This design comes from an exercise in tuning for small area on the open sky130 flow, not from production work. The RTL was checked by simulation tests, not by an equivalence proof against the original design. Power figures rest on the tool's default switching activity, not on a simulated workload. The flow treats the clock pin as an ideal source, which a real chip does not have.

### flow/run.sh
#!/bin/bash
# synth_recipe.tcl (not shown) runs the flow's synth.tcl, then flattens the netlist and writes it again
# the make line also repeats each setting of config.mk as NAME=value (left out here)
make -C /OpenROAD-flow-scripts/flow DESIGN_CONFIG=/design/flow/config.mk WORK_HOME=/design/flow/orfs CLKGATE_MAP_FILE= SYNTH_SCRIPT=/design/flow/synth_recipe.tcl finish
### flow/config.mk
export PLATFORM = sky130hd
export DESIGN_NAME = adc_capture
export DESIGN_NICKNAME = adc_capture
export VERILOG_FILES = /design/flow/design.v
export SDC_FILE = /design/flow/constraint.sdc
export NUM_CORES = 4
export LEC_CHECK = 0
export CAP_MARGIN = 20
export CORE_MARGIN = 2
export CORE_UTILIZATION = 40
export SLEW_MARGIN = 20
### flow/constraint.sdc
create_clock -name core_clock -period 5.0 [get_ports {sys_clk}]
set_input_delay 1.0000 -clock core_clock [delete_from_list [all_inputs] [get_ports {sys_clk}]]
set_output_delay 1.0000 -clock core_clock [all_outputs]
set_load 0.01 [all_outputs]
### flow/design.v
`default_nettype none
module adc_capture #(
    parameter int DATA_W = 8,
    parameter int ADDR_W = 8
) (
    input  logic              sys_clk,
    input  logic              sys_rst,
    input  logic [DATA_W-1:0] adc_data,
    input  logic              arm,
    input  logic [DATA_W-1:0] trig_level,
    input  logic              force_trig,
    input  logic              rd_req,
    output logic [DATA_W-1:0] rd_data,
    output logic              rd_valid,
    output logic              busy,
    output logic              done
);
    localparam int DEPTH = 2 ** ADDR_W;
    localparam logic [ADDR_W-1:0] c_LAST_ADDR = '1;
    localparam logic [ADDR_W-1:0] c_ADDR_ONE  = ADDR_W'(1);
    typedef enum logic [1:0] {
        ST_IDLE    = 2'd0,
        ST_ARMED   = 2'd1,
        ST_CAPTURE = 2'd2,
        ST_DONE    = 2'd3
    } state_t;
    state_t              state_q;
    logic [DATA_W-1:0]   s1_q;
    logic [DATA_W-1:0]   s2_q;
    logic [DATA_W-1:0]   lvl_q;
    logic [ADDR_W-1:0]   wr_ptr_q;
    logic [ADDR_W-1:0]   rd_ptr_q;
    logic [DATA_W-1:0]   rd_data_q;
    logic                rd_valid_q;
    logic                busy_q;
    logic                done_q;
    logic [DATA_W-1:0]   mem [DEPTH];
    logic                w_trig;
    logic                w_wr_en;
    logic [ADDR_W-1:0]   w_wr_addr;
    logic                w_rd_en;
    assign w_trig = ((s2_q < lvl_q) && (s1_q >= lvl_q)) || force_trig;
    assign w_wr_en   = ((state_q == ST_ARMED) && w_trig) || (state_q == ST_CAPTURE);
    assign w_wr_addr = (state_q == ST_ARMED) ? '0 : wr_ptr_q;
    assign w_rd_en   = (state_q == ST_DONE) && rd_req;
    always_ff @(posedge sys_clk or posedge sys_rst) begin
        if (sys_rst) begin
            s1_q <= '0;
            s2_q <= '0;
        end else begin
            s1_q <= adc_data;
            s2_q <= s1_q;
        end
    end
    always_ff @(posedge sys_clk) begin
        if (w_wr_en) begin
            mem[w_wr_addr] <= s1_q;
        end
    end
    always_ff @(posedge sys_clk or posedge sys_rst) begin
        if (sys_rst) begin
            rd_data_q <= '0;
        end else if (w_rd_en) begin
            rd_data_q <= mem[rd_ptr_q];
        end
    end
    always_ff @(posedge sys_clk or posedge sys_rst) begin
        if (sys_rst) begin
            state_q    <= ST_IDLE;
            lvl_q      <= '0;
            wr_ptr_q   <= '0;
            rd_ptr_q   <= '0;
            rd_valid_q <= 1'b0;
            busy_q     <= 1'b0;
            done_q     <= 1'b0;
        end else begin
            rd_valid_q <= 1'b0;
            case (state_q)
                ST_IDLE: begin
                    if (arm) begin
                        lvl_q   <= trig_level;
                        busy_q  <= 1'b1;
                        state_q <= ST_ARMED;
                    end
                end
                ST_ARMED: begin
                    if (w_trig) begin
                        wr_ptr_q <= c_ADDR_ONE;
                        state_q  <= ST_CAPTURE;
                    end
                end
                ST_CAPTURE: begin
                    wr_ptr_q <= wr_ptr_q + c_ADDR_ONE;
                    if (wr_ptr_q == c_LAST_ADDR) begin
                        rd_ptr_q <= '0;
                        busy_q   <= 1'b0;
                        done_q   <= 1'b1;
                        state_q  <= ST_DONE;
                    end
                end
                ST_DONE: begin
                    if (rd_req) begin
                        rd_valid_q <= 1'b1;
                        rd_ptr_q   <= rd_ptr_q + c_ADDR_ONE;
                        if (rd_ptr_q == c_LAST_ADDR) begin
                            done_q  <= 1'b0;
                            state_q <= ST_IDLE;
                        end
                    end
                end
                default: begin
                    state_q <= ST_IDLE;
                    busy_q  <= 1'b0;
                    done_q  <= 1'b0;
                end
            endcase
        end
    end
    assign rd_data  = rd_data_q;
    assign rd_valid = rd_valid_q;
    assign busy     = busy_q;
    assign done     = done_q;
endmodule
`default_nettype wire
==> results.py, run 1 <==
metrics = {
    "drt": {
        "first_pass_iters": 6,
        "wl_per_cell_um": 31.8,
        "vias": 42300,
        "drc": 0,
        "routed_wl_mm": 228,
        "ant_nets": 0,
        "drt_iter0_drc": 5186,
        "routed_via_density": 5.91,
    },
    "final_layout": {
        "syn2layout_area_growth_pct": 13.9,
        "nets": 4343,
        "utilization_pct": 45.8,
        "layout-drive-gt1-share_pct": 23.6,
        "nFillCells": 17100,
        "layout_common_cells": "edfxtp_1, mux4_2, nor2_1",
        "layout_commonest_cell": "edfxtp_1",
    },
    "pwr": {
        "leakage_nw": 28.7,
        "p_clk_share_pct": 33.9,
        "p_per_area_nw_per_um2": 493,
        "swShare_pct": 30.2,
        "power_frac_comb_pct": 22.7,
        "power_frac_seq_pct": 43.4,
        "p_sw_w": 0.0139,
        "peakVddDrop_mv": 0.381,
        "intPower_w": 0.0322,
    },
    "global_route": {
        "grt_pass1_vias": 42400,
        "grt_overflow": 0,
        "antenna_found_initial": 12,
        "grt_first_pass_wirelength_mm": 324,
        "track_usage_pct": 21.7,
        "grt_max_degree": 183,
    },
    "sta": {
        "fmax_ghz": 0.231,
        "rsz0062_at_grt": "no",
        "hold_viol": 0,
        "setup_viol": 0,
        "slew_headroom_pct": 20.7,
        "worstMarginPinSlew_ps": 1190,
        "setup_slack_ps": 663,
        "finalCriticalPeriod_ps": 4340,
        "slew_violations": 0,
        "fin_skew_ps": 41.7,
        "period_share_pct": 86.7,
    },
    "placement": {
        "place_congestion": 0.884,
        "dp_hpwl_mm": 140,
        "port_buffers": 31,
        "place_ws_ps": 648,
    },
    "die": {
        "design.die.area_um2": 209000,
        "coreArea_um2": 204000,
        "io_pins": 32,
        "rows": 166,
        "start_util_pct": 40.2,
        "die_w_um": 457,
        "fp.dieH_um": 457,
    },
    "clock_tree": {
        "h-tree-depth": 4,
        "hold_buffers": 0,
        "clk_pin_slew_ps": 60,
        "cts_root_buffer": "clkbuf_16",
        "cts_made_buffers": 209,
        "cts-resized-gates": 0,
        "cts_setup_buffers": 0,
        "cts_tree": "built",
        "clkLatencyLatePin_ps": 870,
        "cts.sinks": 2101,
        "clock_path_buffers": 3,
    },
    "synth": {
        "synth_cells": 4039,
        "syn_nets": 4081,
        "synth-main-ff-cell": "edfxtp_1",
        "synth_warnings": 1,
        "ys_async_sr_fraction_pct": 2.52,
        "synth_top_area_share_pct": 74.9,
        "synth-seq-cells": 2101,
        "ys_seq_area_share_pct": 76.5,
        "syn_area_um2": 82100,
        "yosys.area.top_type": "edfxtp_1",
        "synthTopCellsByArea": "edfxtp_1, mux4_2, mux2i_1",
        "avgSynthCellArea_um2": 20.3,
        "synth_cell_types": 73,
        "synth_edf_count": 2048,
    },
    "critical_path": {
        "end_kind": "register",
        "crit_path_top_delay_cell": "dfrtp_4",
        "cp.required_ps": 5730,
        "max_stage_delay_ps": 1040,
        "path_class": "register to register",
        "start_kind": "register",
        "path_cells": "buf_12, nor2b_1, a2111oi_0, a2111oi_0, o21ai_0, o311ai_2, buf_4, a311oi_1, o41ai_1, o32a_1",
        "cpMostUsedCell": "a2111oi_0",
        "worstPathArrival_ps": 5060,
        "cp_max_fo": 46,
    },
    "worst_hold_path": {
        "min_path_type": "register to register",
    },
    "status": {
        "status": "no timing/DRC/antenna violations",
    },
    "flow_run": {
        "drv_cap": 0,
    },
}
-- area by class of cell --
cell class	count	area, um^2	area share, %
clock inverter	136	1390	1.49
antenna	2	5.00	0.00535
multi-input combinational	1681	17900	19.1
sequential	2101	62900	67.2
tap	2688	3360	3.59
clock buffer	251	5440	5.81
inverter	21	82.6	0.0883
timing repair buffer	287	2530	2.71
-- metal layers --
layer / global-route usage [%] / vias up / routed length (um)
li1: - / 17300 / -
met1: 30.6 / 22700 / 93500
met2: 33.4 / 1986 / 106000
met3: 4.51 / 390 / 19800
met4: 7.75 / 6 / 8830
met5: 0 / - / 55
-- power by group through the flow --
stage	Combinational [W]	Clock [W]	Sequential, W
final	0.0105	0.0156	0.0200
after global routing	0.0109	0.0165	0.0200
after CTS	0.0104	0.0158	0.0200
after detailed placement	0.0104	0	0.0204
after global placement	0.0103	0	0.0204
after floorplan	0.00633	0	0.0202
-- through the flow --
stage	std cells	hold slack [ps]	setup TNS [ps]	total power (W)	cell area, um^2
floorplan	4039	479	0	0.0265	82100
finish	7167	508	0	0.0461	93600
detailed placement	6776	498	0	0.0308	86700
CTS	7163	509	0	0.0463	93500
global placement	6774	498	-29.7	0.0307	86700
global route	7166	535	0	0.0473	93600
-- worst max-delay path: cells and delay by family (launching register included) --
family,cells,cell delay (ps)
AO/OA/AOI/OAI,7,2440
buffers and inverters,2,590
AND/OR/NAND/NOR,1,80
flip-flops,1,1040
-- kinds of logic after synthesis --
kind of cell	share of synthesized area (%)
AO/OA/AOI/OAI	3.61
XOR/XNOR	0.0640
adder cells (fa/ha/maj)	0.320
buffers and inverters	1.85
flip-flops	76.5
multiplexers	14.6
AND/OR/NAND/NOR	3.06
-- state kept, by name, summed over array words and instances, names as in the netlist --
name / flops
state_q: 2
s1_q: 8
rd_valid_q: 1
s2_q: 8
rd_data_q: 8
busy_q: 1
mem: 2048
rd_ptr_q: 8
lvl_q: 8
wr_ptr_q: 8
done_q: 1
-- Yosys cell counts, types with 18 or more instances --
| library cell | instances |
|---|---|
| o21ai_0 | 53 |
| ha_1 | 21 |
| buf_4 | 18 |
| nor3_1 | 28 |
| nand3_1 | 30 |
| nor2_1 | 323 |
| buf_6 | 35 |
| a22oi_1 | 74 |
| nor2b_1 | 27 |
| edfxtp_1 | 2048 |
| a211oi_1 | 23 |
| nand2_1 | 129 |
| buf_2 | 59 |
| mux2_2 | 19 |
| dfrtp_1 | 53 |
| o221ai_1 | 21 |
| mux2i_1 | 173 |
| mux4_2 | 446 |
| o22ai_1 | 24 |
| clkbuf_1 | 95 |
| buf_1 | 19 |
| a221oi_1 | 36 |
| a21oi_1 | 83 |
-- path summary, 6_finish.rpt --
kind,end,slack (ps),depth (start not counted),startpoint
max,rd_data_q[0],660,10,rd_ptr_q[1]
min,lvl_q[2],510,1,lvl_q[2]
max reg2reg,rd_data_q[0],660,10,rd_ptr_q[1]
min reg2reg,lvl_q[2],510,1,lvl_q[2]
max in group asynchronous,rd_ptr_q[3],3500,3,sys_rst
min in group asynchronous,rd_valid_q,530,2,sys_rst
==> run 2: changes to the inputs <==
==> flow/design.v (replaced) <==
`default_nettype none
module adc_capture #(
    parameter int DATA_W = 8,
    parameter int ADDR_W = 8
) (
    input  logic              sys_clk,
    input  logic              sys_rst,
    input  logic [DATA_W-1:0] adc_data,
    input  logic              arm,
    input  logic [DATA_W-1:0] trig_level,
    input  logic              force_trig,
    input  logic              rd_req,
    output logic [DATA_W-1:0] rd_data,
    output logic              rd_valid,
    output logic              busy,
    output logic              done
);
    localparam int DEPTH = 2 ** ADDR_W;
    localparam int LO_W  = ADDR_W / 2;
    localparam int HI_W  = ADDR_W - LO_W;
    localparam int N_LO  = 2 ** LO_W;
    localparam int N_HI  = 2 ** HI_W;
    localparam logic [ADDR_W-1:0] c_LAST_ADDR = '1;
    localparam logic [ADDR_W-1:0] c_CAP_LAST  = c_LAST_ADDR - ADDR_W'(1);
    logic [DATA_W-1:0] s1_q;
    logic [DATA_W-1:0] s2_q;
    logic [DATA_W-1:0] lvl_q;
    logic              busy_q;      
    logic              cap_q;       
    logic              done_q;      
    logic [ADDR_W-1:0] pos_q;       
    logic [ADDR_W-1:0] rd_cnt_q;    
    logic [DATA_W-1:0] rd_data_q;
    logic              rd_valid_q;
    logic [DATA_W-1:0] ring [DEPTH];
    logic              w_trig;
    logic              w_wr;
    logic              w_rd;
    logic [DATA_W-1:0] w_rd_word;
    assign w_trig = ((s2_q < lvl_q) && (s1_q >= lvl_q)) || force_trig;
    assign w_wr   = (busy_q && !cap_q && w_trig) || cap_q;
    assign w_rd   = done_q && rd_req;
    always_ff @(posedge sys_clk or posedge sys_rst) begin
        if (sys_rst) begin
            s1_q <= '0;
            s2_q <= '0;
        end else begin
            s1_q <= adc_data;
            s2_q <= s1_q;
        end
    end
    always_ff @(posedge sys_clk) begin
        ring[0] <= w_wr ? s1_q : ring[DEPTH-1];
        for (int i = 1; i < DEPTH; i++) begin
            ring[i] <= ring[i-1];
        end
    end
    logic [N_LO-1:0] w_sel_lo;
    logic [N_HI-1:0] w_sel_hi;
    logic [DATA_W-1:0] w_grp [N_HI];
    always_comb begin
        for (int l = 0; l < N_LO; l++) w_sel_lo[l] = (pos_q[LO_W-1:0] == LO_W'(l));
        for (int h = 0; h < N_HI; h++) w_sel_hi[h] = (pos_q[ADDR_W-1:LO_W] == HI_W'(h));
        for (int h = 0; h < N_HI; h++) begin
            w_grp[h] = '0;
            for (int l = 0; l < N_LO; l++) begin
                w_grp[h] = w_grp[h] | ({DATA_W{w_sel_lo[l]}} & ring[h*N_LO + l]);
            end
        end
        w_rd_word = '0;
        for (int h = 0; h < N_HI; h++) begin
            w_rd_word = w_rd_word | ({DATA_W{w_sel_hi[h]}} & w_grp[h]);
        end
    end
    always_ff @(posedge sys_clk) begin
        if (cap_q || done_q) begin
            pos_q <= pos_q + ADDR_W'(cap_q || !rd_req);
        end else begin
            pos_q <= '0;
        end
    end
    always_ff @(posedge sys_clk or posedge sys_rst) begin
        if (sys_rst) begin
            rd_data_q <= '0;
        end else if (w_rd) begin
            rd_data_q <= w_rd_word;
        end
    end
    always_ff @(posedge sys_clk) begin
        if (!busy_q && !done_q && arm) begin
            lvl_q <= trig_level;
        end
    end
    always_ff @(posedge sys_clk or posedge sys_rst) begin
        if (sys_rst) begin
            busy_q     <= 1'b0;
            cap_q      <= 1'b0;
            done_q     <= 1'b0;
            rd_cnt_q   <= '0;
            rd_valid_q <= 1'b0;
        end else begin
            rd_valid_q <= w_rd;
            if (!busy_q && !done_q) begin
                if (arm) busy_q <= 1'b1;
            end else if (busy_q && !cap_q) begin
                if (w_trig) cap_q <= 1'b1;
            end else if (cap_q) begin
                if (pos_q == c_CAP_LAST) begin
                    cap_q  <= 1'b0;
                    busy_q <= 1'b0;
                    done_q <= 1'b1;
                end
            end else if (rd_req) begin
                rd_cnt_q <= rd_cnt_q + ADDR_W'(1);
                if (rd_cnt_q == c_LAST_ADDR) done_q <= 1'b0;
            end
        end
    end
    assign rd_data  = rd_data_q;
    assign rd_valid = rd_valid_q;
    assign busy     = busy_q;
    assign done     = done_q;
endmodule
`default_nettype wire
==> run 2 against run 1 <==
Still clean on timing, DRC and antenna. Sequential share of layout area is 4.1 points lower. Maximum frequency is 1.8% lower. Cell count is 11% lower. Wire length is 13% lower. Via count is 9.9% lower. Area after synthesis is 30% lower. Combinational power is 37% lower. Utilization is 1.5 points higher. Sequential cell count is 1 lower.
==> results.py, run 2 <==
metrics = {
    "sta": {
        "hold_ws_ps": 336,
        "worstMarginPinSlew_ps": 1250,
        "slew_violations": 0,
        "hold_viol": 0,
        "rsz0062_at_grt": "no",
        "setup_slack_ps": 582,
        "slew_headroom_pct": 16.5,
        "finalCriticalPeriod_ps": 4420,
        "period_share_pct": 88.4,
        "setup_viol": 0,
        "tns_ps": 0,
        "fmax_ghz": 0.226,
        "fin_skew_ps": 27.0,
    },
    "drt": {
        "wl_per_cell_um": 31.1,
        "ant_nets": 0,
        "drc": 0,
        "routed_wl_mm": 199,
        "routed_via_density": 5.97,
        "drt_iter0_drc": 5193,
        "vias": 38100,
        "first_pass_iters": 7,
    },
    "global_route": {
        "grt_max_degree": 86,
        "grt_pass1_vias": 37400,
        "grt_first_pass_wirelength_mm": 279,
        "grt_overflow": 0,
        "antenna_found_initial": 13,
        "track_usage_pct": 26.5,
    },
    "die": {
        "design.die.area_um2": 146000,
        "io_pins": 32,
        "rows": 138,
        "fp.dieH_um": 382,
        "start_util_pct": 40.4,
        "die_w_um": 382,
        "coreArea_um2": 142000,
    },
    "synth": {
        "ys_seq_area_share_pct": 73.9,
        "synth_cells": 4202,
        "synth.most_common_cell": "dfxtp_1",
        "synth-main-ff-cell": "dfxtp_1",
        "yosys.area.top_type": "dfxtp_1",
        "avgSynthCellArea_um2": 13.6,
        "synthTopCellsByArea": "dfxtp_1, a22oi_1, a22o_1",
        "synth_common_cells": "dfxtp_1, a22oi_1, a22o_1, o21ai_0, a221oi_1",
        "synth_cell_types": 78,
        "syn_area_um2": 57200,
        "syn_nets": 4241,
        "synth_top_area_share_pct": 71.9,
        "ys_async_sr_fraction_pct": 1.71,
        "synth_warnings": 3,
        "synth_edf_count": 8,
        "synth-seq-cells": 2100,
    },
    "clock_tree": {
        "cts.sinks": 2100,
        "cts-resized-gates": 0,
        "clock_path_buffers": 3,
        "clk_pin_slew_ps": 60,
        "cts_setup_buffers": 0,
        "h-tree-depth": 4,
        "clkLatencyLatePin_ps": 820,
        "cts_tree": "built",
        "hold_buffers": 0,
        "cts_made_buffers": 192,
        "cts_root_buffer": "clkbuf_16",
    },
    "critical_path": {
        "start_kind": "register",
        "cp.required_ps": 5710,
        "max_stage_delay_ps": 760,
        "cp_max_fo": 29,
        "end_kind": "register",
        "crit_path_top_delay_cell": "dfxtp_4",
        "worstPathArrival_ps": 5130,
        "path_class": "register to register",
        "path_cells": "buf_12, buf_12, buf_4, mux2i_1, nor2_1, a21oi_1, nand4_1, o21ai_0, nand4_1, or3_1, o32a_1",
    },
    "final_layout": {
        "largest_reg_flops": 2048,
        "layout_commonest_cell": "dfxtp_1",
        "utilization_pct": 47.3,
        "top_register": "ring",
        "layout-drive-gt1-share_pct": 13.9,
        "layout_common_cells": "dfxtp_1, a22oi_1, clkbuf_16",
        "syn2layout_area_growth_pct": 17.1,
        "nFillCells": 12300,
        "nets": 4367,
    },
    "placement": {
        "place_ws_ps": 863,
        "dp_hpwl_mm": 122,
        "port_buffers": 31,
        "place_congestion": 0.893,
    },
    "flow_run": {
        "drv_cap": 0,
    },
    "pwr": {
        "total_power_w": 0.0394,
        "leakage_nw": 25.3,
        "peakVddDrop_mv": 0.524,
        "p_per_area_nw_per_um2": 588,
    },
    "worst_hold_path": {
        "min_path_type": "register to register",
    },
    "status": {
        "status": "no timing/DRC/antenna violations",
    },
}
==> run 2: routing by layer <==
metal	vias to the layer above	global-route usage, %	wire (um)
met4	8	11.7	9520
met3	490	6.30	21200
li1	16100	-	-
met2	2436	39.3	84600
met5	-	0	53
met1	19100	36.6	83300
==> run 2: logic make-up (layout without fill, tap and decap cells) <==
kind of cell,count (synthesis),after routing,share of synthesized area [%]
other,0,5,0
and+or+nand+nor,431,431,3.93
buffers and inverters,277,565,2.37
muxes,123,123,2.42
AOI/OAI and AO/OA,1240,1240,16.8
adders and majority gates,18,18,0.394
xor gates and xnor gates,13,13,0.199
DFF,2100,2100,73.9
==> run 2: worst paths after layout <==
| kind | from | cells after the start | slack, ps | endpoint |
|---|---|---|---|---|
| setup / recovery | pos_q[2] | 11 | 580 | rd_data_q[2] |
| hold / removal | ring[138][1] | 0 | 340 | ring[139][1] |
| max in group asynchronous | sys_rst | 3 | 3770 | rd_valid_q |
| setup reg to reg | pos_q[2] | 11 | 580 | rd_data_q[2] |
| min in group asynchronous | sys_rst | 3 | 710 | rd_cnt_q[0] |
| hold reg to reg | ring[138][1] | 0 | 340 | ring[139][1] |
==> run 2: stage by stage <==
step           area (um^2)  std cells
3_5_place_dp         60400       6024
4_1_cts              67000       6380
3_3_place_gp         60400       6024
5_1_grt              67000       6380
2_1_floorplan        57200       4202
6_report             67000       6385
==> run 2: area by class of cell <==
type	instances	area, um^2	share of cell area, %
clock buffer	288	5760	8.59
clock inverter	68	830	1.24
tap	1890	2360	3.53
sequential	2100	42300	63.1
multi-input combinational	1825	13900	20.7
timing repair buffer	196	1810	2.70
inverter	13	48.8	0.0728
antenna	5	12.5	0.0187
==> run 2: critical path: cells and delay by family (launching register included) <==
| family | cells | cell delay [ps] |
|---|---|---|
| simple gates | 4 | 1220 |
| buf+inv | 3 | 840 |
| flops | 1 | 760 |
| compound gates | 3 | 740 |
| mux | 1 | 690 |
==> run 2: power by group <==
part | total (W) | internal, W | switching [W]
Combinational | 0.00666 | 0.00154 | 0.00511
Clock | 0.0152 | 0.00876 | 0.00639
Sequential | 0.0176 | 0.0171 | 0.000536
==> run 3: changes to the inputs <==
--- a/flow/design.v
+++ b/flow/design.v
@@ -32,7 +32,7 @@
     logic [ADDR_W-1:0] rd_cnt_q;    
     logic [DATA_W-1:0] rd_data_q;
     logic              rd_valid_q;
-    logic [DATA_W-1:0] ring [DEPTH];
+    logic [DEPTH-1:0][DATA_W-1:0] ring;
     logic              w_trig;
     logic              w_wr;
     logic              w_rd;
@@ -55,22 +55,32 @@
             ring[i] <= ring[i-1];
         end
     end
-    logic [N_LO-1:0] w_sel_lo;
-    logic [N_HI-1:0] w_sel_hi;
-    logic [DATA_W-1:0] w_grp [N_HI];
+    localparam int N_GRP = DEPTH / 3;                 
+    localparam int N_AOI = N_GRP + 1;                 
+    logic [N_LO-1:0]   w_sel_lo;
+    logic [N_HI-1:0]   w_sel_hi;
+    logic [DEPTH-1:0]  w_sel;
+    logic [DATA_W-1:0] w_aoi [N_AOI];                 
     always_comb begin
         for (int l = 0; l < N_LO; l++) w_sel_lo[l] = (pos_q[LO_W-1:0] == LO_W'(l));
         for (int h = 0; h < N_HI; h++) w_sel_hi[h] = (pos_q[ADDR_W-1:LO_W] == HI_W'(h));
-        for (int h = 0; h < N_HI; h++) begin
-            w_grp[h] = '0;
-            for (int l = 0; l < N_LO; l++) begin
-                w_grp[h] = w_grp[h] | ({DATA_W{w_sel_lo[l]}} & ring[h*N_LO + l]);
-            end
+        for (int p = 0; p < DEPTH; p++) w_sel[p] = w_sel_hi[p/N_LO] & w_sel_lo[p%N_LO];
+    end
+    for (genvar g = 0; g < N_GRP; g++) begin : g_aoi
+        for (genvar b = 0; b < DATA_W; b++) begin : g_bit
+            adc_capture_aoi3 u_aoi (
+                .s ({w_sel[3*g+2], w_sel[3*g+1], w_sel[3*g]}),
+                .d ({ring[3*g+2][b], ring[3*g+1][b], ring[3*g][b]}),
+                .y (w_aoi[g][b])
+            );
         end
+    end
+    for (genvar b = 0; b < DATA_W; b++) begin : g_last
+        assign w_aoi[N_GRP][b] = ~(w_sel[DEPTH-1] & ring[DEPTH-1][b]);
+    end
+    always_comb begin
         w_rd_word = '0;
-        for (int h = 0; h < N_HI; h++) begin
-            w_rd_word = w_rd_word | ({DATA_W{w_sel_hi[h]}} & w_grp[h]);
-        end
+        for (int g = 0; g < N_AOI; g++) w_rd_word = w_rd_word | ~w_aoi[g];
     end
     always_ff @(posedge sys_clk) begin
         if (cap_q || done_q) begin
@@ -121,4 +131,11 @@
     assign busy     = busy_q;
     assign done     = done_q;
 endmodule
+module adc_capture_aoi3 (
+    input  logic [2:0] s,
+    input  logic [2:0] d,
+    output logic       y
+);
+    assign y = ~|(s & d);
+endmodule
 `default_nettype wire
--- a/flow/config.mk
+++ b/flow/config.mk
@@ -7,5 +7,7 @@
 export LEC_CHECK = 0
 export CAP_MARGIN = 20
 export CORE_MARGIN = 2
-export CORE_UTILIZATION = 40
+export CORE_UTILIZATION = 70
+export CTS_BUF_LIST = sky130_fd_sc_hd__clkbuf_4 sky130_fd_sc_hd__clkbuf_8
 export SLEW_MARGIN = 20
+export SYNTH_HIERARCHICAL = 1
==> run 3 against run 2 <==
Clock-buffer cell count grew 199. Maximum frequency shrank 6.4%. Sequential share of layout area grew 6.5 points. Clock skew grew 57 ps. Setup slack lost 300 ps. Total power shrank 17%. Combinational power shrank 74%. Clock power shrank 9%. Synthesized cell count shrank 17%. Non-clock buffer count shrank 129.
==> results.py, run 3 <==
metrics = {
    "sta": {
        "finalCriticalPeriod_ps": 4720,
        "tns_ps": 0,
        "setup_slack_ps": 278,
        "slew_violations": 0,
        "slew_headroom_pct": 18.7,
        "fmax_ghz": 0.212,
        "fin_skew_ps": 84.2,
        "rsz0062_at_grt": "no",
        "setup_viol": 0,
        "hold_viol": 0,
        "period_share_pct": 94.4,
        "worstMarginPinSlew_ps": 1210,
    },
    "final_layout": {
        "top_register": "ring",
        "nets": 3867,
        "layout_commonest_cell": "dfxtp_1",
        "layout-drive-gt1-share_pct": 14.2,
        "layout_common_cells": "dfxtp_1, a222oi_1, clkbuf_8",
        "syn2layout_area_growth_pct": 15.0,
        "largest_reg_flops": 2048,
    },
    "synth": {
        "avgSynthCellArea_um2": 15.1,
        "syn_nets": 3529,
        "synth-seq-cells": 2100,
        "yosys.area.top_type": "dfxtp_1",
        "synth.most_common_cell": "dfxtp_1",
        "synthTopCellsByArea": "dfxtp_1, a222oi_1, nand4_1",
        "synth_warnings": 9,
        "synth-main-ff-cell": "dfxtp_1",
        "ys_async_sr_fraction_pct": 1.71,
        "synth_top_area_share_pct": 77.9,
        "synth_cell_types": 36,
        "synth_common_cells": "dfxtp_1, a222oi_1, nor2_1, nand4_1, nand2_1",
        "synth_cells": 3490,
        "synth_edf_count": 8,
        "syn_area_um2": 52800,
        "ys_seq_area_share_pct": 80.1,
    },
    "placement": {
        "place_congestion": 0.952,
        "dp_hpwl_mm": 104,
        "place_ws_ps": 671,
        "port_buffers": 31,
    },
    "drt": {
        "drc": 0,
        "drt_iter0_drc": 7809,
        "first_pass_iters": 13,
        "routed_wl_mm": 153,
        "ant_nets": 0,
        "wl_per_cell_um": 30.5,
        "vias": 34800,
        "routed_via_density": 6.95,
    },
    "worst_hold_path": {
        "hold_depth": 0,
        "min_path_type": "register to register",
        "holdPathEnd": "ring[2017]",
        "min-delay-start": "ring[2009]",
    },
    "die": {
        "coreArea_um2": 74600,
        "rows": 100,
        "fp.dieH_um": 279,
        "io_pins": 32,
        "design.die.area_um2": 77700,
        "die_w_um": 279,
        "start_util_pct": 70.8,
    },
    "critical_path": {
        "rr_endpoint": "rd_data_q[3]",
        "r2r-start": "pos_q[1]",
        "worstPathArrival_ps": 5470,
        "start_kind": "register",
        "crit_path_top_delay_cell": "a222oi_1",
        "path_cells": "nor2_1, nand2_1, nor2_1, a222oi_1, nand4_1, nor4_1, nand2_1, nor4_1, a31oi_1",
        "max_stage_delay_ps": 1040,
        "end_kind": "register",
        "cp.required_ps": 5750,
        "reg2reg_setup_slack_ps": 280,
        "worstRegToRegCells": 9,
        "cp_max_fo": 12,
        "path_class": "register to register",
    },
    "global_route": {
        "antenna_found_initial": 6,
        "grt_max_degree": 37,
        "grt_overflow": 0,
        "grt_first_pass_wirelength_mm": 223,
        "track_usage_pct": 38.8,
        "grt_pass1_vias": 34900,
    },
    "clock_tree": {
        "clkLatencyLatePin_ps": 960,
        "cts_setup_buffers": 0,
        "clk_pin_slew_ps": 60,
        "cts_tree": "built",
        "cts-resized-gates": 0,
        "cts.sinks": 2100,
        "clock_path_buffers": 4,
        "cts_made_buffers": 309,
        "hold_buffers": 0,
        "h-tree-depth": 5,
        "cts_root_buffer": "clkbuf_8",
    },
    "status": {
        "status": "no timing/DRC/antenna violations",
    },
    "pwr": {
        "total_power_w": 0.0326,
        "peakVddDrop_mv": 0.387,
        "p_per_area_nw_per_um2": 537,
        "leakage_nw": 23.1,
    },
    "flow_run": {
        "drv_cap": 0,
    },
}
run 3: cell types whose count changed after synthesis, moves of 56 or more:
cell | before | now
o21ai_0 | 142 | 4
nor2_1 | 87 | 277
mux2_2 | 74 | 9
a221oi_1 | 124 | 0
a22o_1 | 180 | 0
a222oi_1 | 86 | 680
o2111ai_1 | 56 | 0
nand4_1 | 61 | 167
buf_2 | 95 | 3
clkbuf_1 | 114 | 37
a22oi_1 | 478 | 1
nand3_1 | 105 | 29
run 3: critical path: cells and delay by family, from the launching register on:
family,cells,cell delay (ps)
flip-flops,1,510
AO/OA/AOI/OAI,2,1180
AND/OR/NAND/NOR,7,2860
run 3: layout make-up:
cell class,instances,area [um^2]
multi-input combinational,1338,10300
timing repair buffer,67,606
antenna,3,7.51
sequential,2100,42300
clock inverter,33,244
inverter,12,45.0
fill,3970,13800
clock buffer,487,6000
tap,969,1210
run 3: kinds of logic (layout without fill, tap and decap cells):
| kind of cell | Yosys count | count (layout) | share of synthesized area [%] |
|---|---|---|---|
| DFF | 2100 | 2100 | 80.1 |
| and+or+nand+nor | 584 | 584 | 5.40 |
| other | 0 | 3 | 0 |
| AOI/OAI and AO/OA | 714 | 714 | 13.3 |
| xor gates and xnor gates | 13 | 13 | 0.216 |
| buffers and inverters | 52 | 599 | 0.377 |
| adders and majority gates | 18 | 18 | 0.426 |
| muxes | 9 | 9 | 0.192 |
run 3: worst max-delay path by stage:
| stage | from | endpoint | cells past startpoint |
|---|---|---|---|
| 2_1_floorplan | pos_q[4] | rd_data_q[0] | 10 |
| 3_3_place_gp | pos_q[1] | rd_data_q[6] | 9 |
| 3_5_place_dp | pos_q[1] | rd_data_q[3] | 9 |
| 4_1_cts | pos_q[1] | rd_data_q[3] | 9 |
| 5_1_grt | pos_q[1] | rd_data_q[3] | 9 |
| 6_report | pos_q[1] | rd_data_q[3] | 9 |
run 3: metrics by stage:
stage	hold WS, ps	cells	instance area, um^2	util, %
finish	302	5009	60700	81.5
global route	298	5007	60700	81.4
CTS	286	5006	60700	81.4
detailed placement	335	4486	54500	73.1
global placement	332	4486	54500	73.1
floorplan	330	3490	52800	-
run 3: routing by layer:
metal / vias to the layer above / routed length (um) / share of wire (%) / global-route usage, %
li1: 14700 / - / - / -
met1: 17000 / 58300 / 38 / 52.6
met2: 2657 / 68100 / 45 / 58.7
met3: 480 / 18100 / 12 / 9.15
met4: 0 / 8120 / 5.3 / 20.4
met5: - / 0 / 0 / 0
run 3: modules after synthesis, one instance, submodules excluded:
module,cells,area [um^2]
adc_capture_aoi3,1,10.0
adc_capture,2810,46000
run 3: report_power, final:
group | switching [W] | total (W) | internal, W
Sequential | 0.000193 | 0.0172 | 0.0170
Combinational | 0.00130 | 0.00170 | 0.000403
Clock | 0.00611 | 0.0138 | 0.00765
==> run 4: changes to the inputs <==
--- a/flow/config.mk
+++ b/flow/config.mk
@@ -7,7 +7,9 @@
 export LEC_CHECK = 0
 export CAP_MARGIN = 20
 export CORE_MARGIN = 2
-export CORE_UTILIZATION = 70
-export CTS_BUF_LIST = sky130_fd_sc_hd__clkbuf_4 sky130_fd_sc_hd__clkbuf_8
+export CORE_UTILIZATION = 80
+export CTS_BUF_LIST = sky130_fd_sc_hd__clkbuf_8
+export CTS_CLUSTER_DIAMETER = 40
+export CTS_CLUSTER_SIZE = 16
 export SLEW_MARGIN = 20
 export SYNTH_HIERARCHICAL = 1
==> run 4 against run 3 <==
Sequential share of layout area increased by 4.1 points. Die area is 12% lower. Cell count shrank 7.6%. Largest cell class unchanged. Critical path depth increased by 1. Clock power is 35% lower. Sequential power is essentially flat.
==> results.py, run 4 <==
metrics = {
    "status": {
        "status": "no timing/DRC/antenna violations",
    },
    "pwr": {
        "p_clk_share_pct": 32.3,
        "swShare_pct": 24.7,
        "power_frac_seq_pct": 61.6,
        "total_power_w": 0.0279,
        "intPower_w": 0.0210,
        "power_frac_comb_pct": 6.1,
        "p_sw_w": 0.00688,
        "p_per_area_nw_per_um2": 486,
        "leakage_nw": 21.4,
        "peakVddDrop_mv": 0.411,
    },
    "critical_path": {
        "path_class": "register to register",
        "start_kind": "register",
        "end_kind": "register",
        "path_cells": "nor2_1, nand2_1, buf_4, nor2_1, a222oi_1, nand4_1, nor4_1, nand2_1, nor4_1, a31oi_1",
        "reg2reg_setup_slack_ps": 230,
        "max_stage_delay_ps": 860,
        "cp.required_ps": 5730,
        "crit_path_top_delay_cell": "nor4_1",
        "cp_max_fo": 11,
        "worstPathArrival_ps": 5500,
    },
    "sta": {
        "tns_ps": 0,
        "slew_headroom_pct": 23.3,
        "rsz0062_at_grt": "no",
        "fin_skew_ps": 32.5,
        "finalCriticalPeriod_ps": 4770,
        "hold_ws_ps": 337,
        "fmax_ghz": 0.210,
        "worstMarginPinSlew_ps": 1140,
        "slew_violations": 0,
        "period_share_pct": 95.4,
        "hold_viol": 0,
        "setup_viol": 0,
    },
    "synth": {
        "synth_top_area_share_pct": 77.9,
        "synth.most_common_cell": "dfxtp_1",
        "syn_nets": 3529,
        "synth_common_cells": "dfxtp_1, a222oi_1, nor2_1, nand4_1, nand2_1",
        "avgSynthCellArea_um2": 15.1,
        "synth_cell_types": 36,
        "syn_area_um2": 52800,
        "ys_seq_area_share_pct": 80.1,
        "synth-main-ff-cell": "dfxtp_1",
        "synth_edf_count": 8,
        "synthTopCellsByArea": "dfxtp_1, a222oi_1, nand4_1",
        "yosys.area.top_type": "dfxtp_1",
        "synth_warnings": 9,
        "ys_async_sr_fraction_pct": 1.71,
        "synth-seq-cells": 2100,
        "synth_cells": 3490,
    },
    "placement": {
        "port_buffers": 31,
        "place_congestion": 1.04,
        "dp_hpwl_mm": 105,
    },
    "global_route": {
        "track_usage_pct": 44.9,
        "grt_pass1_vias": 34600,
        "antenna_found_initial": 8,
        "grt_first_pass_wirelength_mm": 224,
        "grt_max_degree": 37,
        "grt_overflow": 0,
    },
    "final_layout": {
        "top_register": "ring",
        "layout_common_cells": "dfxtp_1, a222oi_1, nor2_1",
        "largest_reg_flops": 2048,
        "nets": 3721,
        "layout_commonest_cell": "dfxtp_1",
        "utilization_pct": 87.6,
        "layout-drive-gt1-share_pct": 7.31,
        "syn2layout_area_growth_pct": 8.65,
        "nFillCells": 2770,
    },
    "drt": {
        "drc": 0,
        "wl_per_cell_um": 33.5,
        "ant_nets": 0,
        "first_pass_iters": 13,
        "routed_via_density": 7.63,
        "routed_wl_mm": 155,
        "drt_iter0_drc": 9723,
        "vias": 35300,
    },
    "clock_tree": {
        "h-tree-depth": 4,
        "cts_made_buffers": 162,
        "clkLatencyLatePin_ps": 870,
        "cts-resized-gates": 0,
        "cts_setup_buffers": 0,
        "cts_root_buffer": "clkbuf_8",
        "clock_path_buffers": 3,
        "cts_tree": "built",
        "clk_pin_slew_ps": 100,
        "hold_buffers": 0,
        "cts.sinks": 2100,
    },
    "die": {
        "io_pins": 32,
        "coreArea_um2": 65500,
        "die_w_um": 261,
        "fp.dieH_um": 261,
        "start_util_pct": 80.6,
        "design.die.area_um2": 68100,
        "rows": 94,
    },
    "worst_hold_path": {
        "min_path_type": "register to register",
    },
    "flow_run": {
        "drv_cap": 0,
    },
}
-- run 4: layer usage --
layer  up-vias  global-route usage (%)  part of all wire, %
li1      14300                       -                    -
met1     17000                    58.5                   35
met2      3279                    68.7                   45
met3       656                    12.2                   14
met4        12                    25.5                  6.4
met5         -                       0                0.050
-- run 4: power by group through the flow --
stage | sequential, W | combinational, W | clock (W)
detailed placement | 0.0175 | 0.00154 | 0
global placement | 0.0175 | 0.00150 | 0
floorplan | 0.0174 | 0.000790 | 0
finish | 0.0172 | 0.00170 | 0.00901
global route | 0.0172 | 0.00168 | 0.00953
CTS | 0.0171 | 0.00157 | 0.00895
-- run 4: cells by family (layout without fill, tap and decap cells) --
group,Yosys count,count (layout),synth area share (%)
AO/OA/AOI/OAI,714,714,13.3
XOR/XNOR,13,13,0.216
other,0,2,0
adder cells (fa/ha/maj),18,18,0.426
multiplexers,9,9,0.192
flip-flops,2100,2100,80.1
buffers and inverters,52,324,0.377
AND/OR/NAND/NOR,584,584,5.40
-- run 4: stage by stage --
stage / instance area [um^2] / worst slack (ps) / cells
finish: 57400 / 232 / 4628
global route: 57400 / 429 / 4626
CTS: 57400 / 607 / 4626
detailed placement: 54300 / 667 / 4382
global placement: 54300 / 662 / 4382
floorplan: 52800 / 2250 / 3490
-- run 4: worst paths after layout --
check	depth (start not counted)	endpoint	start
max	10	rd_data_q[5]	pos_q[1]
min	0	ring[772]	ring[764]
max reg2reg	10	rd_data_q[5]	pos_q[1]
min reg2reg	0	ring[772]	ring[764]
max in group asynchronous	3	s1_q[1]	sys_rst
min in group asynchronous	3	rd_data_q[3]	sys_rst
-- run 4: area by class of cell --
class                      count  area [um^2]  share of cell area (%)
inverter                      12         45.0                  0.0785
antenna                        2         5.00                 0.00872
clock inverter                71          656                    1.14
multi-input combinational   1338        10300                    18.0
tap                          864         1080                    1.88
sequential                  2100        42300                    73.7
clock buffer                 173         2380                    4.15
timing repair buffer          68          601                    1.05
-- run 4: worst max-delay path, delay by kind of cell, from the launching register on --
| kind | cells | cell delay (ps) |
|---|---|---|
| simple gates | 7 | 3030 |
| compound gates | 2 | 750 |
| flops | 1 | 510 |
| buf+inv | 1 | 340 |
-- run 4: Yosys stat by module, one instance, submodules excluded --
module            area [um^2]  flops+latches
adc_capture             46000           2100
adc_capture_aoi3         10.0              0
==> run 5: changes to the inputs <==
--- a/flow/config.mk
+++ b/flow/config.mk
@@ -8,8 +8,8 @@
 export CAP_MARGIN = 20
 export CORE_MARGIN = 2
 export CORE_UTILIZATION = 80
-export CTS_BUF_LIST = sky130_fd_sc_hd__clkbuf_8
-export CTS_CLUSTER_DIAMETER = 40
-export CTS_CLUSTER_SIZE = 16
+export CTS_BUF_LIST = sky130_fd_sc_hd__clkbuf_16
+export CTS_CLUSTER_DIAMETER = 60
+export CTS_CLUSTER_SIZE = 30
 export SLEW_MARGIN = 20
 export SYNTH_HIERARCHICAL = 1
==> run 5 against run 4 <==
Non-clock buffer count is the same. Synthesized cell count is the same. Critical path depth is the same. Clock power shrank about 10%. Maximum frequency grew 0.23%. Utilization shrank 1.0 points. Clock skew grew 3.7 ps. Die area is the same. Total power shrank 3.2%. Sequential cell count is the same. Clock-buffer cell count shrank 88. Critical path type unchanged. Largest power group unchanged.
==> results.py, run 5 <==
metrics = {
    "drt": {
        "routed_wl_mm": 154,
        "routed_via_density": 7.68,
        "drt_iter0_drc": 9253,
        "wl_per_cell_um": 34.3,
        "drc": 0,
        "vias": 34500,
        "first_pass_iters": 11,
        "ant_nets": 0,
    },
    "pwr": {
        "peakVddDrop_mv": 0.445,
        "p_per_area_nw_per_um2": 475,
        "leakage_nw": 20.9,
    },
    "synth": {
        "synth_cells": 3490,
        "syn_area_um2": 52800,
        "synth_common_cells": "dfxtp_1, a222oi_1, nor2_1, nand4_1, nand2_1",
        "synth_cell_types": 36,
        "synth-main-ff-cell": "dfxtp_1",
        "synth_top_area_share_pct": 77.9,
        "synthMuxAreaShare_pct": 0.192,
        "synth_warnings": 9,
        "synthAdderAreaFrac_pct": 0.426,
        "synth_top_family_by_area": "compound AO/OA/AOI/OAI gates",
        "synth_edf_count": 8,
        "yosys.area_share.simple_pct": 5.40,
        "synthXorXnorAreaFrac_pct": 0.216,
        "ys_async_sr_fraction_pct": 1.71,
        "synth.most_common_cell": "dfxtp_1",
        "ys_seq_area_share_pct": 80.1,
        "avgSynthCellArea_um2": 15.1,
        "synth-seq-cells": 2100,
        "yosys.area.top_type": "dfxtp_1",
        "synthTopCellsByArea": "dfxtp_1, a222oi_1, nand4_1",
        "syn_nets": 3529,
        "synth_compound_gate_area_share_pct": 13.3,
    },
    "die": {
        "rows": 94,
        "io_pins": 32,
        "design.die.area_um2": 68100,
        "die_w_um": 261,
        "coreArea_um2": 65500,
        "fp.dieH_um": 261,
        "start_util_pct": 80.6,
    },
    "placement": {
        "port_buffers": 31,
        "dp_hpwl_mm": 105,
        "place_ws_ps": 667,
        "place_congestion": 1.04,
    },
    "critical_path": {
        "cp_max_fo": 11,
        "worstRegToRegCells": 10,
        "cp.required_ps": 5560,
        "end_kind": "register",
        "start_kind": "register",
        "path_class": "register to register",
        "worstPathArrival_ps": 5320,
    },
    "clock_tree": {
        "cts_tree": "built",
        "cts_made_buffers": 83,
        "cts-resized-gates": 0,
        "clkLatencyLatePin_ps": 680,
        "h-tree-depth": 3,
        "clk_pin_slew_ps": 110,
        "cts_setup_buffers": 0,
        "hold_buffers": 0,
        "cts_root_buffer": "clkbuf_16",
        "clock_path_buffers": 3,
        "cts.sinks": 2100,
    },
    "sta": {
        "period_share_pct": 95.1,
        "slew_violations": 0,
        "tns_ps": 0,
        "setup_slack_ps": 243,
        "fmax_ghz": 0.210,
        "rsz0062_at_grt": "no",
        "hold_viol": 0,
        "worstMarginPinSlew_ps": 1070,
        "finalCriticalPeriod_ps": 4760,
        "setup_viol": 0,
        "slew_headroom_pct": 27.8,
        "fin_skew_ps": 36.2,
    },
    "status": {
        "status": "no timing/DRC/antenna violations",
    },
    "worst_hold_path": {
        "min_path_type": "register to register",
        "hold_depth": 0,
    },
    "global_route": {
        "grt_overflow": 0,
        "track_usage_pct": 44.6,
        "grt_max_degree": 37,
        "antenna_found_initial": 11,
        "grt_pass1_vias": 33700,
        "grt_first_pass_wirelength_mm": 223,
    },
    "flow_run": {
        "drv_cap": 0,
    },
    "final_layout": {
        "layout_commonest_cell": "dfxtp_1",
        "nets": 3642,
        "layout_common_cells": "dfxtp_1, a222oi_1, nor2_1",
        "syn2layout_area_growth_pct": 7.38,
        "largest_reg_flops": 2048,
        "layout-drive-gt1-share_pct": 4.16,
        "top_register": "ring",
    },
}
==> run 5: final cells by class <==
class | count | area [um^2]
flip-flops and latches | 2100 | 42300
multi-input cells | 1338 | 10300
fillers | 2861 | 8800
clock buffers | 85 | 2130
well taps | 864 | 1080
repair buffers | 68 | 601
clock inverters | 27 | 236
inverters | 12 | 45.0
diodes | 1 | 2.50
==> run 5: through the flow <==
step                      hold WS (ps)  power, W  area [um^2]  instances  util (%)
after floorplan                    330    0.0182        52800       3490         -
after global placement             331    0.0190        54300       4382      82.9
after detailed placement           335    0.0191        54300       4382      82.9
after CTS                          335    0.0268        56700       4494      86.6
after global routing               339    0.0274        56700       4494      86.6
final                              328    0.0270        56700       4495      86.6
==> run 5: per-layer routing <==
metal  vias up  routed length, um  global-route usage, %
met5         -                 96                      0
li1      14100                  -                      -
met1     16700              54200                   58.6
met2      3053              68200                   68.2
met4        14              10800                   25.0
met3       659              20700                   11.6
==> run 5: final timing paths <==
path | startpoint | end | slack (ps)
max in group asynchronous | sys_rst | rd_data_q[0] | 3820
hold reg to reg | ring[1556] | ring[1564] | 330
setup reg to reg | pos_q[1] | rd_data_q[5] | 240
min in group asynchronous | sys_rst | rd_cnt_q[7] | 770
hold / removal | ring[1556] | ring[1564] | 330
setup / recovery | pos_q[1] | rd_data_q[5] | 240
==> run 5: power by group <==
part / switching (W) / total [W] / internal (W)
logic: 0.00130 / 0.00169 / 0.000389
clock network: 0.00489 / 0.00810 / 0.00321
registers: 0.000203 / 0.0172 / 0.0170
==> run 5: Yosys stat by module (local to each module, per instance) <==
module	flops+latches	area, um^2	cells
adc_capture_aoi3	0	10.0	1
adc_capture	2100	46000	2810
==> run 5: worst max-delay path, cell delays in order (launching register included) <==
cell and delay, ps:
dfxtp_1 520, nor2_1 150, nand2_1 770, buf_4 340
nor2_1 160, a222oi_1 590, nand4_1 180, nor4_1 910
nand2_1 370, nor4_1 510, a31oi_1 140
==> run 5: logic make-up (layout without fill, tap and decap cells) <==
logic type               Yosys count  count (layout)
AO/OA/AOI/OAI                    714             714
XOR/XNOR                          13              13
adder cells (fa/ha/maj)           18              18
buffers and inverters             52             192
flip-flops                      2100            2100
multiplexers                       9               9
other                              0               1
AND/OR/NAND/NOR                  584             584
==> run 6: changes to the inputs <==
--- a/flow/design.v
+++ b/flow/design.v
@@ -21,9 +21,6 @@
     localparam int N_LO  = 2 ** LO_W;
     localparam int N_HI  = 2 ** HI_W;
     localparam logic [ADDR_W-1:0] c_LAST_ADDR = '1;
-    localparam logic [ADDR_W-1:0] c_CAP_LAST  = c_LAST_ADDR - ADDR_W'(1);
-    logic [DATA_W-1:0] s1_q;
-    logic [DATA_W-1:0] s2_q;
     logic [DATA_W-1:0] lvl_q;
     logic              busy_q;      
     logic              cap_q;       
@@ -34,23 +31,24 @@
     logic              rd_valid_q;
     logic [DEPTH-1:0][DATA_W-1:0] ring;
     logic              w_trig;
-    logic              w_wr;
     logic              w_rd;
+    logic              w_cap_last;
+    logic              w_rd_last;
+    logic              w_hold;
     logic [DATA_W-1:0] w_rd_word;
-    assign w_trig = ((s2_q < lvl_q) && (s1_q >= lvl_q)) || force_trig;
-    assign w_wr   = (busy_q && !cap_q && w_trig) || cap_q;
-    assign w_rd   = done_q && rd_req;
+    assign w_trig     = ((ring[1] < lvl_q) && (ring[0] >= lvl_q)) || force_trig;
+    assign w_rd       = done_q && rd_req;
+    assign w_cap_last = cap_q && (pos_q == c_LAST_ADDR);
+    assign w_rd_last  = w_rd && (rd_cnt_q == c_LAST_ADDR);
+    assign w_hold     = w_cap_last || (done_q && !w_rd_last);
     always_ff @(posedge sys_clk or posedge sys_rst) begin
         if (sys_rst) begin
-            s1_q <= '0;
-            s2_q <= '0;
+            ring[0] <= '0;
         end else begin
-            s1_q <= adc_data;
-            s2_q <= s1_q;
+            ring[0] <= w_hold ? ring[DEPTH-1] : adc_data;
         end
     end
     always_ff @(posedge sys_clk) begin
-        ring[0] <= w_wr ? s1_q : ring[DEPTH-1];
         for (int i = 1; i < DEPTH; i++) begin
             ring[i] <= ring[i-1];
         end
@@ -86,7 +84,7 @@
         if (cap_q || done_q) begin
             pos_q <= pos_q + ADDR_W'(cap_q || !rd_req);
         end else begin
-            pos_q <= '0;
+            pos_q <= ADDR_W'(1);
         end
     end
     always_ff @(posedge sys_clk or posedge sys_rst) begin
@@ -115,14 +113,14 @@
             end else if (busy_q && !cap_q) begin
                 if (w_trig) cap_q <= 1'b1;
             end else if (cap_q) begin
-                if (pos_q == c_CAP_LAST) begin
+                if (w_cap_last) begin
                     cap_q  <= 1'b0;
                     busy_q <= 1'b0;
                     done_q <= 1'b1;
                 end
             end else if (rd_req) begin
                 rd_cnt_q <= rd_cnt_q + ADDR_W'(1);
-                if (rd_cnt_q == c_LAST_ADDR) done_q <= 1'b0;
+                if (w_rd_last) done_q <= 1'b0;
             end
         end
     end
--- a/flow/config.mk
+++ b/flow/config.mk
@@ -7,7 +7,7 @@
 export LEC_CHECK = 0
 export CAP_MARGIN = 20
 export CORE_MARGIN = 2
-export CORE_UTILIZATION = 80
+export CORE_UTILIZATION = 86
 export CTS_BUF_LIST = sky130_fd_sc_hd__clkbuf_16
 export CTS_CLUSTER_DIAMETER = 60
 export CTS_CLUSTER_SIZE = 30
==> run 6 against run 5 <==
The run now fails in global routing (5_1_grt). Area after synthesis decreased by 0.61%. Synthesized cell count decreased by 0.29%.
==> results.py, run 6 <==
metrics = {
    "synth": {
        "synth_warnings": 9,
        "synth_top_area_share_pct": 78.1,
        "ys_async_sr_fraction_pct": 1.34,
        "synth_cell_types": 39,
        "synth.most_common_cell": "dfxtp_1",
        "syn_nets": 3519,
        "synth_cells": 3480,
        "synth_edf_count": 8,
        "avgSynthCellArea_um2": 15.1,
        "ys_seq_area_share_pct": 79.9,
        "synth_common_cells": "dfxtp_1, a222oi_1, nor2_1, nand4_1, nand2_1",
        "syn_area_um2": 52500,
        "synthTopCellsByArea": "dfxtp_1, a222oi_1, nand4_1",
        "yosys.area.top_type": "dfxtp_1",
        "synth-main-ff-cell": "dfxtp_1",
        "synth-seq-cells": 2084,
    },
    "sta": {
        "postGrtWorstEndpoint": "rd_data_q[0]$_DFFE_PP0P_/D",
        "worst-ep-kind": "register input",
    },
    "global_route": {
        "track_usage_pct": 72.3,
        "grt_max_degree": 32,
        "antenna_found_initial": 42,
        "grt_overflow": 6,
    },
    "clock_tree": {
        "cts.sinks": 2084,
        "clock_path_buffers": 3,
        "cts_setup_buffers": 0,
        "cts_root_buffer": "clkbuf_16",
        "h-tree-depth": 3,
        "hold_buffers": 0,
        "cts-resized-gates": 0,
        "cts_made_buffers": 79,
    },
    "placement": {
        "place_congestion": 1.02,
        "port_buffers": 31,
        "dp_hpwl_mm": 114,
        "placed_cells": 4301,
    },
    "status": {
        "status": "stopped before the end",
        "error_line": "[ERROR GRT-0232] Routing congestion too high. Check the congestion heatmap in the GUI.",
        "stop_stage": "global routing (5_1_grt)",
    },
    "die": {
        "rows": 90,
        "die_w_um": 251,
        "fp.dieH_um": 251,
        "start_util_pct": 87.0,
        "io_pins": 32,
    },
}
==> run 6: cell count changes after synthesis, sizes merged, moves of 7 or more <==
cell	before	now
nand4	167	177
a31oi	8	1
o22a	0	8
a21oi	16	3
or4	16	0
dfrtp	36	28
nand3	29	36
nor4	32	40
dfxtp	2056	2048
==> run 6: metal layers <==
layer | overflow | GRT usage (%)
met4 | 2 | 69.3
met2 | 4 | 90.6
met5 | 0 | 26.7
met3 | 0 | 53.1
met1 | 0 | 74.4
==> run 6: power groups by stage <==
stage	Clock [W]	Sequential [W]	Combinational [W]
2_1_floorplan	0	0.0170	0.000467
3_3_place_gp	0	0.0171	0.000817
3_5_place_dp	0	0.0171	0.000869
4_1_cts	0.00784	0.0167	0.000926
==> run 6: cell families after synthesis <==
family                   share of synthesized area (%)
AND/OR/NAND/NOR                                   5.51
flip-flops                                        79.9
adder cells (fa/ha/maj)                          0.429
multiplexers                                     0.193
AO/OA/AOI/OAI                                     13.3
buffers and inverters                            0.417
XOR/XNOR                                         0.217
==> run 6: how the worst max path moves through the flow <==
stage,cells after the start,slack (ps),endpoint,startpoint
4_1_cts,9,450,rd_data_q[0],pos_q[1]
3_5_place_dp,9,670,rd_data_q[0],pos_q[1]
3_3_place_gp,8,580,rd_data_q[2],pos_q[2]
2_1_floorplan,10,2630,rd_data_q[0],pos_q[3]
==> run 6: per-stage QoR <==
step | util (%) | area (um^2) | setup WS [ps]
after CTS | 93.1 | 56200 | 447
after floorplan | - | 52500 | 2630
after detailed placement | 89.5 | 54000 | 669
after global placement | 89.4 | 54000 | 576
==> run 6: per-module statistics from Yosys (local to each module, per instance) <==
module,cells inside,flip-flops and latches
adc_capture,2800,2084
adc_capture_aoi3,1,0
==> run 7: changes to the inputs <==
==> flow/flow/run.sh (new file) <==
#!/bin/bash
# Layout: the standard flow (standard.sh, every step unchanged) except for
# two sets of arguments:
#  - the port buffers that global placement inserts on every input and output
#    are buf_1 instead of the default choice (repair still resizes them);
#  - the clock tree uses sink clusters of up to 30 flip-flops within 60 um,
#    each driven by a clkbuf_16, and adds no dummy loads for balancing.
# The make output (every step's tool output) goes to orfs_make.log here; ORFS
# also keeps each step's log under orfs/logs/.
set -euo pipefail
bash standard.sh \
  "BUFFER_PORTS_ARGS=-buffer_cell sky130_fd_sc_hd__buf_1" \
  "CTS_ARGS=-sink_clustering_enable -repair_clock_nets -sink_clustering_size 30 -sink_clustering_max_diameter 60 -buf_list sky130_fd_sc_hd__clkbuf_16 -dont_use_dummy_load" \
  finish > orfs_make.log 2>&1
==> flow/standard.sh (new file) <==
#!/bin/bash
# synth_recipe.tcl (not shown) runs the flow's synth.tcl, then flattens the netlist and writes it again
# the make line also repeats each setting of config.mk as NAME=value (left out here)
make -C /OpenROAD-flow-scripts/flow DESIGN_CONFIG=/design/flow/config.mk WORK_HOME=/design/flow/orfs CLKGATE_MAP_FILE= SYNTH_SCRIPT=/design/flow/synth_recipe.tcl "${@:-finish}"
--- a/flow/config.mk
+++ b/flow/config.mk
@@ -7,7 +7,7 @@
 export LEC_CHECK = 0
 export CAP_MARGIN = 20
 export CORE_MARGIN = 2
-export CORE_UTILIZATION = 86
+export CORE_UTILIZATION = 80
 export CTS_BUF_LIST = sky130_fd_sc_hd__clkbuf_16
 export CTS_CLUSTER_DIAMETER = 60
 export CTS_CLUSTER_SIZE = 30
removed: flow/run.sh
==> run 7 against run 6 <==
Now clean on timing, DRC and antenna. Area after synthesis unchanged. Synthesized cell count unchanged.
==> results.py, run 7 <==
metrics = {
    "final_layout": {
        "nFillCells": 2870,
        "finalInstanceArea_um2": 55800,
        "layout_commonest_cell": "dfxtp_1",
        "seqCellArea_um2": 41900,
        "top_register": "ring",
        "multiInputGateArea_um2": 10300,
        "largest_reg_flops": 2048,
        "layout-drive-gt1-share_pct": 3.57,
        "syn2layout_area_growth_pct": 6.36,
        "nets": 3630,
        "final_cells": 4448,
        "layout_common_cells": "dfxtp_1, a222oi_1, nor2_1",
    },
    "sta": {
        "period_share_pct": 96.0,
        "slew_headroom_pct": 18.2,
        "hold_viol": 0,
        "fmax_ghz": 0.208,
        "setup_viol": 0,
        "setup_slack_ps": 201,
        "rsz0062_at_grt": "no",
        "slew_violations": 0,
        "tns_ps": 0,
        "fin_skew_ps": 51.8,
        "finalCriticalPeriod_ps": 4800,
        "worstMarginPinSlew_ps": 1220,
    },
    "die": {
        "io_pins": 32,
        "design.die.area_um2": 67700,
        "rows": 93,
        "coreArea_um2": 64700,
        "die_w_um": 260,
        "fp.dieH_um": 260,
        "start_util_pct": 81.1,
    },
    "clock_tree": {
        "cts_made_buffers": 80,
        "cts.sinks": 2084,
        "clkLatencyLatePin_ps": 680,
        "h-tree-depth": 3,
        "cts_root_buffer": "clkbuf_16",
        "cts-resized-gates": 0,
        "cts_setup_buffers": 0,
        "hold_buffers": 0,
        "clock_path_buffers": 3,
        "cts_tree": "built",
        "clk_pin_slew_ps": 110,
    },
    "pwr": {
        "peakVddDrop_mv": 0.380,
        "leakage_nw": 20.3,
        "total_power_w": 0.0253,
        "p_per_area_nw_per_um2": 453,
    },
    "synth": {
        "synth_top_family_by_area": "compound AO/OA/AOI/OAI gates",
        "synth_cell_types": 39,
        "synth-seq-cells": 2084,
        "synth_cells": 3480,
        "synth-main-ff-cell": "dfxtp_1",
        "synthXorXnorAreaFrac_pct": 0.217,
        "ys_async_sr_fraction_pct": 1.34,
        "synth_top_area_share_pct": 78.1,
        "ys_seq_area_share_pct": 79.9,
        "synth_common_cells": "dfxtp_1, a222oi_1, nor2_1, nand4_1, nand2_1",
        "syn_nets": 3519,
        "synth_edf_count": 8,
        "synthAdderAreaFrac_pct": 0.429,
        "yosys.area.top_type": "dfxtp_1",
        "synth_warnings": 9,
        "syn_area_um2": 52500,
        "synth.most_common_cell": "dfxtp_1",
        "yosys.area_share.simple_pct": 5.51,
        "avgSynthCellArea_um2": 15.1,
        "synth_compound_gate_area_share_pct": 13.3,
        "synthMuxAreaShare_pct": 0.193,
        "synthTopCellsByArea": "dfxtp_1, a222oi_1, nand4_1",
    },
    "drt": {
        "highest_layer": "met5",
        "wl_met3_mm": 21.5,
        "drc": 0,
        "routed_via_density": 7.82,
        "wl_met2_mm": 68.4,
        "wl_per_cell_um": 35.5,
        "met1_length_mm": 56.1,
        "ant_nets": 0,
        "routed_wl_mm": 158,
        "drt_iter0_drc": 9473,
        "first_pass_iters": 15,
        "vias": 34800,
    },
    "global_route": {
        "track_usage_pct": 46.2,
        "grt_max_degree": 31,
        "antenna_found_initial": 2,
        "grt_first_pass_wirelength_mm": 229,
        "grt_overflow": 0,
        "grt_pass1_vias": 34000,
    },
    "placement": {
        "placed_cells": 4364,
        "place_congestion": 1.07,
        "dpl_cell_area_um2": 53800,
        "port_buffers": 31,
        "place_ws_ps": 565,
        "dp_hpwl_mm": 106,
    },
    "status": {
        "status": "no timing/DRC/antenna violations",
    },
    "critical_path": {
        "cp_max_fo": 9,
        "path_class": "register to register",
        "end_kind": "register",
        "worstPathArrival_ps": 5350,
        "worstRegToRegCells": 9,
        "start_kind": "register",
        "cp.required_ps": 5550,
    },
    "worst_hold_path": {
        "hold_depth": 0,
        "min_path_type": "register to register",
    },
    "flow_run": {
        "drv_cap": 0,
    },
}
[run 7: path summary, 6_finish.rpt]
kind                           start           end  slack [ps]
setup / recovery            pos_q[2]  rd_data_q[6]         200
hold reg to reg            ring[889]     ring[897]         320
hold / removal             ring[889]     ring[897]         320
max in group asynchronous    sys_rst       ring[1]        4220
setup reg to reg            pos_q[2]  rd_data_q[6]         200
min in group asynchronous    sys_rst   rd_cnt_q[6]         400
[run 7: logic make-up (layout without fill, tap and decap cells)]
family / after synthesis / after routing
and+or+nand+nor: 595 / 595
other: 0 / 4
muxes: 9 / 9
AOI/OAI and AO/OA: 707 / 707
buffers and inverters: 54 / 163
xor gates and xnor gates: 13 / 13
adders and majority gates: 18 / 18
DFF: 2084 / 2084
[run 7: cell type report]
type,count,share of cell area [%]
multi-input cells,1342,18.5
repair buffers,72,0.760
clock buffers,80,3.59
inverters,11,0.0740
flip-flops and latches,2084,75.1
well taps,855,1.92
diodes,4,0.0179
[run 7: modules after synthesis (local to each module, per instance)]
module / copies in the design / area [um^2] / cells inside / flops+latches
adc_capture_aoi3: 680 / 10.0 / 1 / 0
adc_capture: 1 / 45700 / 2800 / 2084
[run 7: metrics by stage]
step           hold WS (ps)  util, %
2_1_floorplan           330        -
4_1_cts                 323     86.3
3_3_place_gp            332     83.2
6_report                318     86.3
5_1_grt                 321     86.3
3_5_place_dp            335     83.2
[run 7: layer usage]
layer	global-route usage (%)	vias up
li1	-	14100
met1	61.2	16800
met2	69.1	3222
met3	12.1	744
met4	27.7	2
met5	0	-
[run 7: worst max-delay path, cell delays in order, from the launching register on]
cell      delay (ps)
dfxtp_1          390
and2_0           290
nand2_1          710
buf_4            390
nor2_1           210
a222oi_1         650
nand4_1          320
nor4_1          1030
nand3_1          420
o22a_1           290
[run 7: where the power goes]
group / switching (W) / total (W) / internal (W) / leakage, nW
clock network: 0.00469 / 0.00759 / 0.00290 / 0.986
logic: 0.000851 / 0.00100 / 0.000154 / 2.41
registers: 0.0000778 / 0.0167 / 0.0166 / 16.9
total: 0.00562 / 0.0253 / 0.0197 / 20.3

## separate check: timing with driven ports
How much do the figures lean on ideal ports? The routed layouts below were timed once more, with nothing changed but the port constraints.
Step 1 sets driving cells, clkbuf_16 on the clock port and buf_2 on the other inputs (assumed; they add their load-dependent delay and slew).
Step 2 times the ports against the registers' clock, not the clock port: input delays grow and output delays shrink by t, the midpoint of the rising clock arrivals with the driver on.
a / b / c = ideal / step 1 / step 2; a / b = the first two.
run | t (ns) | slack for setup (ns) | latest minus earliest clock arrival (ns) | cell pins on the clock port's net
run 1 | 0.930 | 0.663 / 0.663 / 0.663 | 0.055 / 0.055 | 1
run 2 | 0.883 | 0.582 / 0.582 / 0.582 | 0.034 / 0.033 | 1
run 3 | 0.982 | 0.278 / 0.278 / 0.278 | 0.103 / 0.102 | 1
run 4 | 0.915 | 0.232 / 0.232 / 0.232 | 0.037 / 0.037 | 1
run 5 | 0.732 | 0.243 / 0.243 / 0.243 | 0.037 / 0.037 | 1
run 7 | 0.725 | 0.201 / 0.201 / 0.201 | 0.060 / 0.060 | 1
After both steps every run listed still meets setup and hold.
